This is an optimization exercise on Yosys and OpenROAD, whose aim is small area and few clock cycles per item, not a production implementation. The RTL was checked by simulation tests, not by an equivalence proof against the original design.

==> yarrow: inputs <==
## ransac_inlier_scorer
module ransac_inlier_scorer (
    input  logic         clock,
    input  logic         reset_n,
    input  logic         start_valid,
    output logic         start_ready,
    input  logic [127:0] plane,
    input  logic [31:0]  threshold,
    input  logic [31:0]  point_count,
    input  logic         point_valid,
    output logic         point_ready,
    input  logic [95:0]  point,
    output logic         done_valid,
    input  logic         done_ready,
    output logic [31:0]  inlier_count,
    output logic         busy
);
==> module ransac_inlier_scorer, before the edit <==
module ransac_inlier_scorer (
    input  logic         clock,
    input  logic         reset_n,
    input  logic         start_valid,
    output logic         start_ready,
    input  logic [127:0] plane,
    input  logic [31:0]  threshold,
    input  logic [31:0]  point_count,
    input  logic         point_valid,
    output logic         point_ready,
    input  logic [95:0]  point,
    output logic         done_valid,
    input  logic         done_ready,
    output logic [31:0]  inlier_count,
    output logic         busy
);
    logic [31:0] a_r, b_r, c_r, d_r, thr_r;
    logic [31:0] rem_r;         
    logic        first_r;       
    logic        up_r;          
    logic        active_r;      
    logic        zero_r;        
    logic        done_r;        
    logic        s1_valid_r;    
    logic [16:0] lo_r;          
    logic [15:0] hi0_r, hi1_r;  
    logic        s1_last_r, s1_first_r;
    logic [31:0] count_r;       
    logic        start_fire, point_fire, last_pt, zero_go, hit, inc, restart;
    logic [31:0] row0_s, row1_s, s;
    logic [32:0] t;
    assign start_ready = up_r & ~active_r & ~done_r & ~zero_r;
    assign point_ready = active_r & (~done_r | done_ready);
    assign done_valid  = done_r;
    assign inlier_count = count_r;
    assign busy        = ~start_ready | s1_valid_r;
    assign start_fire = start_valid & start_ready;
    assign point_fire = point_valid & point_ready;
    assign last_pt    = (rem_r == 32'd1);
    assign zero_go    = zero_r & ~done_r & ~s1_valid_r;
    fast_point_distance_to_plane u_distance (
        .a    (a_r),
        .b    (b_r),
        .c    (c_r),
        .d    (d_r),
        .x    (point[95:64]),
        .y    (point[63:32]),
        .z    (point[31:0]),
        .row0 (row0_s),
        .row1 (row1_s)
    );
    assign s   = {hi0_r + hi1_r + {15'd0, lo_r[16]}, lo_r[15:0]};
    assign t   = {thr_r[31], thr_r} + ({s[31], s} ^ {33{~s[31]}}) + {32'd0, ~s[31]};
    assign hit = ~t[32] | (s == 32'h8000_0000);
    assign inc = s1_valid_r & hit;
    assign restart = (s1_valid_r & s1_first_r) | zero_go;
    always_ff @(posedge clock) begin
        if (start_fire) begin
            a_r   <= plane[127:96];
            b_r   <= plane[95:64];
            c_r   <= plane[63:32];
            d_r   <= plane[31:0];
            thr_r <= threshold;
        end
        rem_r   <= start_fire ? point_count : rem_r - {31'd0, point_fire};
        first_r <= start_fire | (first_r & ~point_fire);
        lo_r       <= {1'b0, row0_s[15:0]} + {1'b0, row1_s[15:0]};
        hi0_r      <= row0_s[31:16];
        hi1_r      <= row1_s[31:16];
        s1_last_r  <= last_pt;
        s1_first_r <= first_r;
        count_r    <= (restart ? 32'd0 : count_r) + {31'd0, inc};
    end
    always_ff @(posedge clock or negedge reset_n) begin
        if (!reset_n) begin
            up_r       <= 1'b0;
            active_r   <= 1'b0;
            zero_r     <= 1'b0;
            done_r     <= 1'b0;
            s1_valid_r <= 1'b0;
        end else begin
            up_r       <= 1'b1;
            s1_valid_r <= point_fire;
            if (start_fire) begin
                active_r <= (point_count != 32'd0);
                zero_r   <= (point_count == 32'd0);
            end else begin
                if (point_fire && last_pt) active_r <= 1'b0;
                if (zero_go) zero_r <= 1'b0;
            end
            if ((s1_valid_r && s1_last_r) || zero_go) done_r <= 1'b1;
            else if (done_ready) done_r <= 1'b0;
        end
    end
endmodule
export LEC_CHECK = 0
export ABC_AREA = 1
export CAP_MARGIN = 20
export CORE_MARGIN = 2
export CORE_UTILIZATION = 55
export SLEW_MARGIN = 20
create_clock -name core_clock -period 10.0 [get_ports {clock}]
standard.sh (not shown) runs the stock make flow with config.mk's settings and CLKGATE_MAP_FILE= SYNTH_SCRIPT=/design/flow/synth_recipe.tcl, a recipe that flattens the netlist after the stock synthesis.
==> flow/flow/run.sh <==
#!/bin/bash
set -o pipefail
export BUFFER_PORTS_ARGS="-buffer_cell sky130_fd_sc_hd__buf_1"
bash standard.sh 2>&1 | tee standard.log
==> amber (differences from yarrow) <==
--- a/flow/design.v
+++ b/flow/design.v
@@ -4318,4 +4318,3 @@
     logic        s1_valid_r;    
-    logic [16:0] lo_r;          
-    logic [15:0] hi0_r, hi1_r;  
+    logic [31:0] row0_r, row1_r;
     logic        s1_last_r, s1_first_r;
@@ -4345,3 +4344,3 @@
     );
-    assign s   = {hi0_r + hi1_r + {15'd0, lo_r[16]}, lo_r[15:0]};
+    assign s   = row0_r + row1_r;
     assign t   = {thr_r[31], thr_r} + ({s[31], s} ^ {33{~s[31]}}) + {32'd0, ~s[31]};
@@ -4360,5 +4359,4 @@
         first_r <= start_fire | (first_r & ~point_fire);
-        lo_r       <= {1'b0, row0_s[15:0]} + {1'b0, row1_s[15:0]};
-        hi0_r      <= row0_s[31:16];
-        hi1_r      <= row1_s[31:16];
+        row0_r     <= row0_s;
+        row1_r     <= row1_s;
         s1_last_r  <= last_pt;
==> violet (differences from yarrow) <==
--- a/flow/design.v
+++ b/flow/design.v
@@ -4318,14 +4318,14 @@
     logic        s1_valid_r;    
-    logic [16:0] lo_r;          
-    logic [15:0] hi0_r, hi1_r;  
+    logic [31:0] row0_r, row1_r;
     logic        s1_last_r, s1_first_r;
     logic [31:0] count_r;       
-    logic        start_fire, point_fire, last_pt, zero_go, hit, inc, restart;
-    logic [31:0] row0_s, row1_s, s;
+    logic        start_fire, point_fire, last_pt, zero_go, hit, inc, restart, fin;
+    logic [31:0] row0_s, row1_s, s, count_s;
     logic [32:0] t;
-    assign start_ready = up_r & ~active_r & ~done_r & ~zero_r;
-    assign point_ready = active_r & (~done_r | done_ready);
-    assign done_valid  = done_r;
-    assign inlier_count = count_r;
-    assign busy        = ~start_ready | s1_valid_r;
+    assign fin          = s1_valid_r & s1_last_r;
+    assign done_valid   = done_r | fin;
+    assign inlier_count = done_r ? count_r : count_s;
+    assign start_ready  = up_r & ~active_r & ~zero_r & (~done_valid | done_ready);
+    assign point_ready  = active_r;
+    assign busy         = ~up_r | active_r | zero_r | s1_valid_r | done_r;
     assign start_fire = start_valid & start_ready;
@@ -4333,3 +4333,3 @@
     assign last_pt    = (rem_r == 32'd1);
-    assign zero_go    = zero_r & ~done_r & ~s1_valid_r;
+    assign zero_go    = zero_r & ~done_r;
     fast_point_distance_to_plane u_distance (
@@ -4345,3 +4345,3 @@
     );
-    assign s   = {hi0_r + hi1_r + {15'd0, lo_r[16]}, lo_r[15:0]};
+    assign s   = row0_r + row1_r;
     assign t   = {thr_r[31], thr_r} + ({s[31], s} ^ {33{~s[31]}}) + {32'd0, ~s[31]};
@@ -4350,2 +4350,3 @@
     assign restart = (s1_valid_r & s1_first_r) | zero_go;
+    assign count_s = (restart ? 32'd0 : count_r) + {31'd0, inc};
     always_ff @(posedge clock) begin
@@ -4360,8 +4361,7 @@
         first_r <= start_fire | (first_r & ~point_fire);
-        lo_r       <= {1'b0, row0_s[15:0]} + {1'b0, row1_s[15:0]};
-        hi0_r      <= row0_s[31:16];
-        hi1_r      <= row1_s[31:16];
+        row0_r     <= row0_s;
+        row1_r     <= row1_s;
         s1_last_r  <= last_pt;
         s1_first_r <= first_r;
-        count_r    <= (restart ? 32'd0 : count_r) + {31'd0, inc};
+        count_r    <= count_s;
     end
@@ -4384,4 +4384,4 @@
             end
-            if ((s1_valid_r && s1_last_r) || zero_go) done_r <= 1'b1;
-            else if (done_ready) done_r <= 1'b0;
+            if (zero_go) done_r <= 1'b1;
+            else         done_r <= (done_r | fin) & ~done_ready;
         end
==> flow/flow/run.sh (replaced) <==
#!/bin/bash
set -o pipefail
export BUFFER_PORTS_ARGS="-buffer_cell sky130_fd_sc_hd__buf_1"
export REMOVE_ABC_BUFFERS=1
bash standard.sh 2>&1 | tee standard.log
CTS_BUF_LIST = sky130_fd_sc_hd__clkbuf_8   (was unset)
GPL_TIMING_DRIVEN = 0   (was unset)
==> indigo (differences from yarrow) <==
--- a/flow/design.v
+++ b/flow/design.v
@@ -4318,4 +4318,3 @@
     logic        s1_valid_r;    
-    logic [16:0] lo_r;          
-    logic [15:0] hi0_r, hi1_r;  
+    logic [31:0] row0_r, row1_r;
     logic        s1_last_r, s1_first_r;
@@ -4345,3 +4344,3 @@
     );
-    assign s   = {hi0_r + hi1_r + {15'd0, lo_r[16]}, lo_r[15:0]};
+    assign s   = row0_r + row1_r;
     assign t   = {thr_r[31], thr_r} + ({s[31], s} ^ {33{~s[31]}}) + {32'd0, ~s[31]};
@@ -4360,5 +4359,4 @@
         first_r <= start_fire | (first_r & ~point_fire);
-        lo_r       <= {1'b0, row0_s[15:0]} + {1'b0, row1_s[15:0]};
-        hi0_r      <= row0_s[31:16];
-        hi1_r      <= row1_s[31:16];
+        row0_r     <= row0_s;
+        row1_r     <= row1_s;
         s1_last_r  <= last_pt;
ABC_AREA = unset   (was 1)
==> flow_metrics.env <==
export IMPL_layout_common_cells="xor2_1 (1,445), o22ai_1 (1,314), fa_1 (1,269)"
export IMPL_slew_headroom=0.166
export IMPL_nClkBuffers=49
export IMPL_worstSetupEndpoint="row1_r[16]$_DFF_P_"
export IMPL_status="timing/DRC/antenna clean"
export IMPL_dr_pass1_iters=7
export IMPL_fmax_mhz=123
export IMPL_async_reset_ff_frac=0.0169
export IMPL_crit_start="point[25]"
(the above is from amber)
==> flow_metrics.env <==
export IMPL_status="timing/DRC/antenna clean"
export IMPL_fmax_mhz=114
export IMPL_met2_usage=0.691
export IMPL_drtIter0Drc=9454
export IMPL_fin_area_um2=70700
export IMPL_nClkBuffers=51
export IMPL_clk_latency_ns=0.62
export IMPL_tightestPinTransition_ns=1.31
export IMPL_async_reset_ff_frac=0.0178
export IMPL_dr_pass1_iters=9
export IMPL_worstSetupEndpoint="lo_r[16]$_DFF_P_"
export IMPL_synth_area_leader_cell="fa_1"
export IMPL_slew_headroom=0.127
export IMPL_crit_start="point[72]"
export IMPL_layout_common_cells="xor2_1 (1,461), o22ai_1 (1,314), fa_1 (1,271)"
(the above is from yarrow)
==> flow_metrics.env <==
export IMPL_async_reset_ff_frac=0.0169
export IMPL_ant_nets=0
export IMPL_wl_mm=297
export IMPL_layout_common_cells="xor2_1 (1,446), o22ai_1 (1,314), fa_1 (1,269)"
export IMPL_worstSetupEndpoint="inlier_count[28]"
export IMPL_final_cells=8447
export IMPL_status="timing/DRC/antenna clean"
export IMPL_nClkBuffers=63
export IMPL_post_cts_setup_buffer_count=0
export IMPL_fmax_mhz=105
export IMPL_slew_headroom=0.139
export IMPL_gr_max_usage_layer="met2"
export IMPL_yosysTopAreaCellShare=0.380
(the above is from violet)
==> flow_metrics.env <==
export IMPL_maxCapViolCount=0
export IMPL_regArea_um2=7550
export IMPL_grt_util_met1=0.606
export IMPL_synth_cells=6563
export IMPL_synth_area_leader_cell="fa_1"
export IMPL_crit_start="point[17]"
export IMPL_fmax_mhz=129
export IMPL_wl_met2_mm=122
export IMPL_worstSetupEndpoint="row1_r[6]$_DFF_P_"
export IMPL_post_cts_setup_buffer_count=0
export IMPL_slew_headroom=0.153
export IMPL_async_reset_ff_frac=0.0169
export IMPL_critical_path_max_fanout=10
export IMPL_clkCellAreaFrac=0.0195
export IMPL_status="timing/DRC/antenna clean"
export IMPL_nClkBuffers=51
(the above is from indigo)
Testbench counts of yarrow, summed over its fixed seeds: cycles 24,725, points 24,517.
Testbench counts of amber, summed over its fixed seeds: cycles 24,725, points 24,517.
Testbench counts of violet, summed over its fixed seeds: cycles 24,717, points 24,517.
Testbench counts of indigo, summed over its fixed seeds: cycles 24,725, points 24,517.

==> re-timing with driven ports <==
Ports are ideal in the flow. The routed layouts listed here were re-timed in OpenROAD.
Step 1: set_driving_cell puts a clkbuf_16 on clock and a buf_2 on each other input, an assumption about the parent block.
Step 2, shift: input delay + t, output delay - t, t = (earliest + latest rising clock arrival at the registers) / 2. This alone moves slack from input paths to output paths.
Slacks: ideal / step 1 / step 2; pairs: ideal / step 1.
| run | t, ns | setup WS [ns] | worst setup path after step 2 | worst slew at a driven data input, ns |
|---|---|---|---|---|
| yarrow | 0.691 | 1.248 / 1.305 / 0.615 | input to register | 0.12 |
| amber | 0.702 | 1.850 / 1.890 / 1.211 | input to register | 0.07 |
| violet | 0.827 | 0.480 / 0.410 / 0.725 | input to register | 0.07 |
| indigo | 0.755 | 2.222 / 2.280 / 1.525 | input to register | 0.12 |
After both steps setup and hold are still met in every run listed. The setup slack of indigo, which loses most, moves by +0.058 ns with the drivers and by -0.697 ns with both steps.
